Background: an optimization exercise with open tools, aiming at small area, a short achievable clock period and few clock cycles per item. Do not read the settings as production practice. Function was checked by simulation only, so behaviour that the tests miss may differ from the original.

Setup of north:
==> flow/design.v (excerpt) <==
module keyExpansionTop (
	input logic clock,
	input logic reset,
	input logic start,
	input aesKeyPkg::aesKey128 cipherKey,
	output aesKeyPkg::expandedKey keyExp,
	output logic keyExpDone
);
Size in the first run: ~460 flip-flops, roughly 1500 I/O pins.
export LEC_CHECK = 0
export CAP_MARGIN = 20
export CORE_AREA = 2 2 458 458
export DIE_AREA = 0 0 460 460
export SLEW_MARGIN = 20
create_clock -name core_clock -period 10.0 [get_ports {clock}]
run.sh (not shown) runs the stock make flow with config.mk's settings and CLKGATE_MAP_FILE= SYNTH_SCRIPT=/design/flow/synth_recipe.tcl, a recipe that flattens the netlist after the stock synthesis.
Having completed the whole flow, north delivered a layout that passed the timing, design-rule and antenna checks.
Testbench counts of north, summed over its fixed seeds: cycles 8,800, keys 800.
## Diff of input files: south against north
==> flow/flow/run.sh (new file) <==
#!/bin/bash
# The standard layout, with the smallest buffer on every input and output
# port instead of the one buffer_ports picks by default, and gate sizing
# free to change a cell's footprint.
set -euo pipefail
bash standard.sh "BUFFER_PORTS_ARGS=-buffer_cell sky130_fd_sc_hd__buf_1" MATCH_CELL_FOOTPRINT=0  finish > standard_flow.log 2>&1
==> flow/standard.sh (new file) <==
#!/bin/bash
# synth_recipe.tcl (not shown) runs the flow's synth.tcl, then flattens the netlist and writes it again
# the make line also repeats each setting of config.mk as NAME=value (left out here)
make -C /OpenROAD-flow-scripts/flow DESIGN_CONFIG=/design/flow/config.mk WORK_HOME=/design/flow/orfs CLKGATE_MAP_FILE= SYNTH_SCRIPT=/design/flow/synth_recipe.tcl "${@:-finish}"
diff --git a/flow/config.mk b/flow/config.mk
--- a/flow/config.mk
+++ b/flow/config.mk
@@ -10,2 +10,3 @@
 export DIE_AREA = 0 0 460 460
+export SETUP_SLACK_MARGIN = 5
 export SLEW_MARGIN = 20
removed: flow/run.sh
--- outcome ---
Timing, DRC, antenna: 0 failures across north and south
Compared with north, in south fraction of area in clock buffers and inverters shows an increase of 0.41 points, number of cell instances on the worst register-to-register path shows a reduction of 1.
south vs. north: number of clock buffers in the layout lower, total wire length lower.
sky130_fd_sc_hd__buf_1 as the most frequent standard cell in the layout excluding fill and tap cells was reported by south, and sky130_fd_sc_hd__clkdlybuf4s50_1 by north.
Setup changes, south to east
==> flow/flow/run.sh <==
#!/bin/bash
# The standard layout, with the smallest buffer on every input and output
# port instead of the one buffer_ports picks by default, and gate sizing
# free to change a cell's footprint.
set -euo pipefail
bash standard.sh "BUFFER_PORTS_ARGS=-buffer_cell sky130_fd_sc_hd__buf_1" MATCH_CELL_FOOTPRINT=0 SETUP_SLACK_MARGIN=6 finish > standard_flow.log 2>&1
diff --git a/flow/config.mk b/flow/config.mk
--- a/flow/config.mk
+++ b/flow/config.mk
@@ -10,3 +10,2 @@
 export DIE_AREA = 0 0 460 460
-export SETUP_SLACK_MARGIN = 5
 export SLEW_MARGIN = 20
### Flow results
In the tables for east and south, maximum net fanout on the critical path reads higher with south.
Per the comparison of east with south, setup slack saw an increase, global-route wire length before repair now sits higher.
Going from south to east, proportion of cell area spent on the clock network decreased by 1.2 points relative to the old numbers, cell area went up by 21000 um2.
For west, these inputs were changed with respect to east:
==> flow/flow/run.sh <==
#!/bin/bash
# The standard layout, with the smallest buffer on every input and output
# port instead of the one buffer_ports picks by default.
set -euo pipefail
bash standard.sh "BUFFER_PORTS_ARGS=-buffer_cell sky130_fd_sc_hd__buf_1" finish > standard_flow.log 2>&1
Notes after the runs:
Lower met2 routing resource usage after global routing was reported by west, not east. Looking at the reports, west completed the entire flow and the layout it produced met the timing, design-rule and antenna checks. Relative to east, highest net fanout along the worst path has increased by 3 in west. Setup slack in west is 1.24 ns lower than in east. Core utilization of the finished layout on west is down relative to east. Sort east and west by routed wire length per instance, ascending, and east comes first. east has lower ratio of routed vias to standard cells than west. [west vs east] cell depth of the worst setup path: lower in west. east → west: total number of vias now sits lower. west against east: insertion delay of the later-clocked pin in the worst-skew pair now larger.
[inputs] middle vs west
diff --git a/flow/config.mk b/flow/config.mk
--- a/flow/config.mk
+++ b/flow/config.mk
@@ -10,2 +10,3 @@
 export DIE_AREA = 0 0 460 460
+export SETUP_SLACK_MARGIN = 5
 export SLEW_MARGIN = 20
- The standard cells in middle occupy more silicon area than those in west do.
- Max final-layout clock-cell area share across middle and west: middle
- middle vs west, beginning of the critical path: store.words[273] vs store.words[121]
- For setup TNS, middle and west come out practically identical.
- NOTE: peak per-stage delay on the critical path in middle falls short of that of west
- All of middle and west finish clean.
- The lower final setup slack of the worst path of middle and west is in west.
- The global-route usage of middle exceeds that of west by 1.3 points.
- | met1 capacity usage during global routing | middle vs west | 1.0 points higher |

Another version of the RTL of keyExpansionTop (not shown whole).
Size in the first run: about 4800 cells after synthesis, ~460 flip-flops, roughly 1500 I/O pins, about 38000 um^2 of cells after synthesis.
Design keyExpansionTop, start of the top module:
module keyExpansionTop (
	input logic clock,
	input logic reset,
	input logic start,
	input aesKeyPkg::aesKey128 cipherKey,
	output aesKeyPkg::expandedKey keyExp,
	output logic keyExpDone
);
	logic [13:0][31:0] words;  
	aesKeyPkg::word32 subWord;
	aesKeyPkg::word32 prevWord;
	aesKeyPkg::word32 nextWord;
	aesKeyPkg::rconByte rcon;
	logic [3:0] round;
	logic shift;
	roundKeyGenerator control (
		.clock(clock),
		.reset(reset),
		.start(start),
		.shift(shift),
		.round(round),
		.rcon(rcon),
		.done(keyExpDone)
	);
	keyLoader tap (
		.words(words[3:0]),
		.round(round),
		.rcon(rcon),
		.prevWord(prevWord)
	);
	sboxLookup sbox (
		.inWord({words[0][23:0], words[0][31:24]}),
		.outWord(subWord)
	);
	assign nextWord = prevWord ^ subWord;
	keyScheduleStore store (
		.clock(clock),
		.start(start),
		.shift(shift),
		.loadWords(cipherKey),  
		.nextWord(nextWord),
		.words(words)
	);
	aesKeyPkg::word32 a [0:10];
	aesKeyPkg::word32 b [0:10];
	aesKeyPkg::word32 c [0:10];
	aesKeyPkg::word32 d [0:10];
	assign d[0] = words[10];
	assign c[0] = words[11];
	assign b[0] = words[12];
	assign a[0] = words[13];
	assign d[1] = words[9];
	assign c[1] = d[1] ^ d[0];
	assign b[1] = c[1] ^ c[0];
	assign a[1] = c[1] ^ (b[0] ^ c[0]);
	for (genvar r = 2; r <= 10; r++)
	begin : g_round
		assign d[r] = words[10 - r];
		assign c[r] = d[r] ^ d[r - 1];
		assign b[r] = d[r] ^ d[r - 2];
		assign a[r] = c[r] ^ c[r - 2];
	end
	for (genvar r = 0; r <= 10; r++)
	begin : g_out
		assign keyExp[1407 - 128 * r -: 128] = {a[r], b[r], c[r], d[r]};
	end
endmodule
export LEC_CHECK = 0
export ABC_AREA = 1
export CAP_MARGIN = 20
export CORE_AREA = 2 2 458 458
export DIE_AREA = 0 0 460 460
export SLEW_MARGIN = 20
create_clock -name core_clock -period 10.0 [get_ports {clock}]
standard.sh (not shown) runs the stock make flow with config.mk's settings and CLKGATE_MAP_FILE= SYNTH_SCRIPT=/design/flow/synth_recipe.tcl, a recipe that flattens the netlist after the stock synthesis.
==> flow/flow/run.sh <==
#!/bin/bash
# The standard layout, with the smallest buffer on every input and output
# port instead of the one buffer_ports picks by default, and gate sizing
# free to change a cell's footprint.
set -euo pipefail
bash standard.sh "BUFFER_PORTS_ARGS=-buffer_cell sky130_fd_sc_hd__buf_1" MATCH_CELL_FOOTPRINT=0 SETUP_SLACK_MARGIN=5.6 "IO_CONSTRAINTS=$(pwd)/flow/pins.tcl" "PLACE_PINS_ARGS=-min_distance 1 -min_distance_in_tracks" finish > standard_flow.log 2>&1
Other scripts of this flow, unchanged in this note and not shown: flow/flow/pins.tcl
Testbench counts at the start, summed over its fixed seeds: cycles 8,800, keys 800.
Rerun with:
==> flow/flow/run.sh (replaced) <==
#!/bin/bash
# The standard layout, with the smallest buffer on every input and output
# port instead of the one buffer_ports picks by default, and gate sizing
# free to change a cell's footprint.
set -euo pipefail
bash standard.sh "BUFFER_PORTS_ARGS=-buffer_cell sky130_fd_sc_hd__buf_1" MATCH_CELL_FOOTPRINT=0 "IO_CONSTRAINTS=$(pwd)/flow/pins.tcl" finish > standard_flow.log 2>&1
- SETUP_SLACK_MARGIN: default -> 5
Effect: The changed run stopped in I/O pin placement (3_2_place_iop), error PPL-0111; synthesized cell count is unchanged; area after synthesis does not change.
Rerun with:
==> flow/flow/run.sh (replaced) <==
#!/bin/bash
# The standard layout, with the smallest buffer on every input and output
# port instead of the one buffer_ports picks by default, and gate sizing
# free to change a cell's footprint.
set -euo pipefail
bash standard.sh "BUFFER_PORTS_ARGS=-buffer_cell sky130_fd_sc_hd__buf_1" MATCH_CELL_FOOTPRINT=0 SETUP_SLACK_MARGIN=6.2 "IO_CONSTRAINTS=$(pwd)/flow/pins.tcl" "PLACE_PINS_ARGS=-min_distance 1 -min_distance_in_tracks" finish > standard_flow.log 2>&1
- SETUP_SLACK_MARGIN: 5 -> default
This time the run ran to the end with no violations.
Synthesized cell count stays the same.
Synthesized area does not change.

== red ==
Starting RTL as in the previous note.
// keyExpansionTop
module keyExpansionTop (
	input logic clock,
	input logic reset,
	input logic start,
	input aesKeyPkg::aesKey128 cipherKey,
	output aesKeyPkg::expandedKey keyExp,
	output logic keyExpDone
);
clock: 10.0 ns
lec_check: 0
abc_area: 1
cap_margin: 20
core_area: 2 2 458 458
cts_buf_list: sky130_fd_sc_hd__clkbuf_8
die_area: 0 0 460 460
slew_margin: 20
==> flow/flow/run.sh <==
#!/bin/bash
# The standard layout, with the smallest buffer on every input and output
# port instead of the one buffer_ports picks by default, and gate sizing
# free to change a cell's footprint.
set -euo pipefail
bash standard.sh "BUFFER_PORTS_ARGS=-buffer_cell sky130_fd_sc_hd__buf_1" MATCH_CELL_FOOTPRINT=0 SETUP_SLACK_MARGIN=5.6 "IO_CONSTRAINTS=$(pwd)/flow/pins.tcl" "PLACE_PINS_ARGS=-min_distance 1 -min_distance_in_tracks" finish > standard_flow.log 2>&1
Other scripts of this flow, unchanged in this note and not shown: flow/flow/pins.tcl
Testbench counts of red, summed over its fixed seeds: cycles 8,800, keys 800.
Here is what was changed in the inputs of blue compared with red.
- an added SETUP_SLACK_MARGIN of 5
- an added CTS_CLUSTER_DIAMETER of 80
- an added CTS_CLUSTER_SIZE of 30
==> flow/flow/run.sh <==
#!/bin/bash
# The standard layout, with the smallest buffer on every input and output
# port instead of the one buffer_ports picks by default, and gate sizing
# free to change a cell's footprint.
set -euo pipefail
bash standard.sh "BUFFER_PORTS_ARGS=-buffer_cell sky130_fd_sc_hd__buf_1" MATCH_CELL_FOOTPRINT=0 "IO_CONSTRAINTS=$(pwd)/flow/pins.tcl" "PLACE_PINS_ARGS=-min_distance 1 -min_distance_in_tracks" finish > standard_flow.log 2>&1
Results
Of blue and red, red shows the lower clock-pin slew of the registers on the worst-case setup and hold paths, with blue above it.
Going from red to blue, post-DP HPWL -0.31%, transition at the pin with the smallest max-transition slack went up by 0.14 ns, routed wirelength normalized by instance count fell about 1.5%, total grt overflow held steady.
Sort blue and red by clock period minus worst slack desc -> top: blue
Re multi-input logic area: blue and red aren't equal, and the lower value belongs to blue.
Diff red..blue | tapcell count | negligible
Modified inputs, green compared to blue
- CTS_BUF_LIST no longer set, was sky130_fd_sc_hd__clkbuf_8
- SETUP_SLACK_MARGIN no longer set, was 5
- CTS_CLUSTER_DIAMETER no longer set, was 80
- CTS_CLUSTER_SIZE no longer set, was 30
==> flow/flow/run.sh <==
#!/bin/bash
# The standard layout, with the smallest buffer on every input and output
# port instead of the one buffer_ports picks by default, and gate sizing
# free to change a cell's footprint.
set -euo pipefail
bash standard.sh "BUFFER_PORTS_ARGS=-buffer_cell sky130_fd_sc_hd__buf_1" MATCH_CELL_FOOTPRINT=0 SETUP_SLACK_MARGIN=5.8 "IO_CONSTRAINTS=$(pwd)/flow/pins.tcl" "PLACE_PINS_ARGS=-min_distance 1 -min_distance_in_tracks" finish > standard_flow.log 2>&1
Findings:
green reached the final stage; the timing, design-rule and antenna checks on its layout passed.
Going from blue to green, post-cts repair resize count increased by 63 relative to the old numbers; overall die area closely matched the old numbers; fraction of area in clock buffers and inverters increased by 1.4 points relative to the old numbers; total stage count of the critical path decreased by 2 relative to the old numbers; maximum frequency increased by about 17% relative to the old numbers.
On cell area after placement, blue tracks green almost exactly.
Delta (green minus blue): via count +1.4%; detail-routed net length per standard cell +about 0.9%.
Between green and blue, it is green whose setup slack is higher, by 0.68 ns.
Edits applied to the flow inputs when going from green to orange:
- putting SETUP_SLACK_MARGIN at 5 where nothing was set
==> flow/flow/run.sh <==
#!/bin/bash
# The standard layout, with the smallest buffer on every input and output
# port instead of the one buffer_ports picks by default, and gate sizing
# free to change a cell's footprint.
set -euo pipefail
bash standard.sh "BUFFER_PORTS_ARGS=-buffer_cell sky130_fd_sc_hd__buf_1" MATCH_CELL_FOOTPRINT=0 "IO_CONSTRAINTS=$(pwd)/flow/pins.tcl" "PLACE_PINS_ARGS=-min_distance 1 -min_distance_in_tracks" finish > standard_flow.log 2>&1
The maximum frequency in orange sits about 13% below the value recorded for green. Compared to green, orange has final-layout fill cell count 97 higher. In the tables for orange and green, final area reads lower with orange. Comparing orange and green, the lower sequential share of layout area was measured on green. Number of global-route vias before repair | orange below green. Flip-flop and latch count: orange vs green identical. Looking at initial detailed-routing violation count across orange and green, the one that comes out higher is green. Diff green..orange | number of antenna-violating nets in the routed design | unchanged. Re critical path depth: green was lower than orange. Of orange and green, orange shows the higher clock-buffer cell count, with green below it.

old:
Another version of the RTL of keyExpansionTop (not shown whole).
Size in the first run: about 7300 cells after synthesis, ~450 flip-flops, about 1500 I/O pins, about 0.050 mm2 of cells after synthesis.
// keyExpansionTop
module keyExpansionTop (
	input logic clock,
	input logic reset,
	input logic start,
	input aesKeyPkg::aesKey128 cipherKey,
	output aesKeyPkg::expandedKey keyExp,
	output logic keyExpDone
);
clock: 10.0 ns
lec_check: 0
abc_area: 1
cap_margin: 20
core_area: 2 2 458 458
die_area: 0 0 460 460
slew_margin: 20
==> flow/flow/run.sh <==
#!/bin/bash
# The standard layout, with the smallest buffer on every input and output
# port instead of the one buffer_ports picks by default, and gate sizing
# free to change a cell's footprint.
set -euo pipefail
bash standard.sh "BUFFER_PORTS_ARGS=-buffer_cell sky130_fd_sc_hd__buf_1" MATCH_CELL_FOOTPRINT=0 SETUP_SLACK_MARGIN=5.0 "IO_CONSTRAINTS=$(pwd)/flow/pins.tcl" "PLACE_PINS_ARGS=-min_distance 1 -min_distance_in_tracks" finish > standard_flow.log 2>&1
Other scripts of this flow, unchanged in this note and not shown: flow/flow/pins.tcl
No stage failed in old, and the final checks on the layout all came back clean.
Testbench counts of old, summed over its fixed seeds: cycles 4,800, keys 800.
Modified inputs, new compared to old
==> flow/flow/run.sh <==
#!/bin/bash
# The standard layout, with the smallest buffer on every input and output
# port instead of the one buffer_ports picks by default, and gate sizing
# free to change a cell's footprint.
set -euo pipefail
bash standard.sh "BUFFER_PORTS_ARGS=-buffer_cell sky130_fd_sc_hd__buf_1" MATCH_CELL_FOOTPRINT=0 SETUP_SLACK_MARGIN=5.4 "IO_CONSTRAINTS=$(pwd)/flow/pins.tcl" "PLACE_PINS_ARGS=-min_distance 1 -min_distance_in_tracks" finish > standard_flow.log 2>&1
Findings:
- new vs old — non-clock buffer count climbed by a few percent
- Final routed wirelength across all metal layers: new vs old up about 1.6%
- The maximum frequency of new exceeds that of old by about 6%.
- old has a lower routed via count than new.

[static timing again, ports no longer ideal]
The results above use ideal ports. As a check the final layouts listed here were re-extracted and re-timed, cells and wires unchanged. Step 1 sets driving cells, clkbuf_16 on the clock port and buf_2 on the other inputs (assumed; they add their load-dependent delay and slew). Step 2, shift: input delay + t, output delay - t, t = (earliest + latest rising clock arrival at the registers) / 2. This alone moves slack from input paths to output paths. Slacks: no drivers / after step 1 / after step 2; pairs: no drivers / after step 1.
| run | shift t [ns] | slack for setup (ns) | hold WS [ns] | slew at the worst register clock pin (ns) | worst slew at a driven data input, ns |
|---|---|---|---|---|---|
| north | 0.814 | 4.367 / 4.266 / 4.893 | 0.505 / 0.505 / 0.505 | 0.08 / 0.08 | 0.24 |
| south | 0.806 | 4.985 / 4.884 / 4.886 | 0.505 / 0.505 / 0.505 | 0.07 / 0.07 | 0.26 |
| east | 0.807 | 5.807 / 5.705 / 5.347 | 0.516 / 0.516 / 0.516 | 0.07 / 0.07 | 0.26 |
| west | 0.810 | 4.571 / 4.490 / 5.063 | 0.501 / 0.501 / 0.501 | 0.07 / 0.07 | 0.31 |
| middle | 0.787 | 4.942 / 4.842 / 4.947 | 0.511 / 0.511 / 0.511 | 0.08 / 0.08 | 0.27 |
| the first run of note 2 | 0.738 | 5.772 / 5.699 / 5.509 | 0.462 / 0.462 / 0.462 | 0.07 / 0.07 | 0.12 |
| the third run of note 2 | 0.748 | 5.921 / 5.849 / 5.706 | 0.464 / 0.464 / 0.464 | 0.07 / 0.07 | 0.10 |
| red | 0.869 | 5.725 / 5.655 / 5.530 | 0.461 / 0.461 / 0.461 | 0.08 / 0.08 | 0.13 |
| blue | 0.824 | 5.200 / 5.127 / 5.731 | 0.476 / 0.476 / 0.476 | 0.12 / 0.12 | 0.10 |
| green | 0.723 | 5.882 / 5.814 / 5.547 | 0.465 / 0.465 / 0.465 | 0.07 / 0.07 | 0.11 |
| orange | 0.752 | 5.291 / 5.215 / 5.708 | 0.471 / 0.471 / 0.471 | 0.07 / 0.07 | 0.11 |
| old | 0.778 | 5.127 / 5.127 / 5.127 | 0.539 / 0.539 / 0.539 | 0.07 / 0.07 | 0.12 |
| new | 0.782 | 5.395 / 5.386 / 5.395 | 0.539 / 0.539 / 0.539 | 0.07 / 0.07 | 0.12 |
After both steps setup and hold are still met in every run listed. The setup slack of east, which loses most, moves by -0.102 ns with the drivers and by -0.460 ns with both steps.
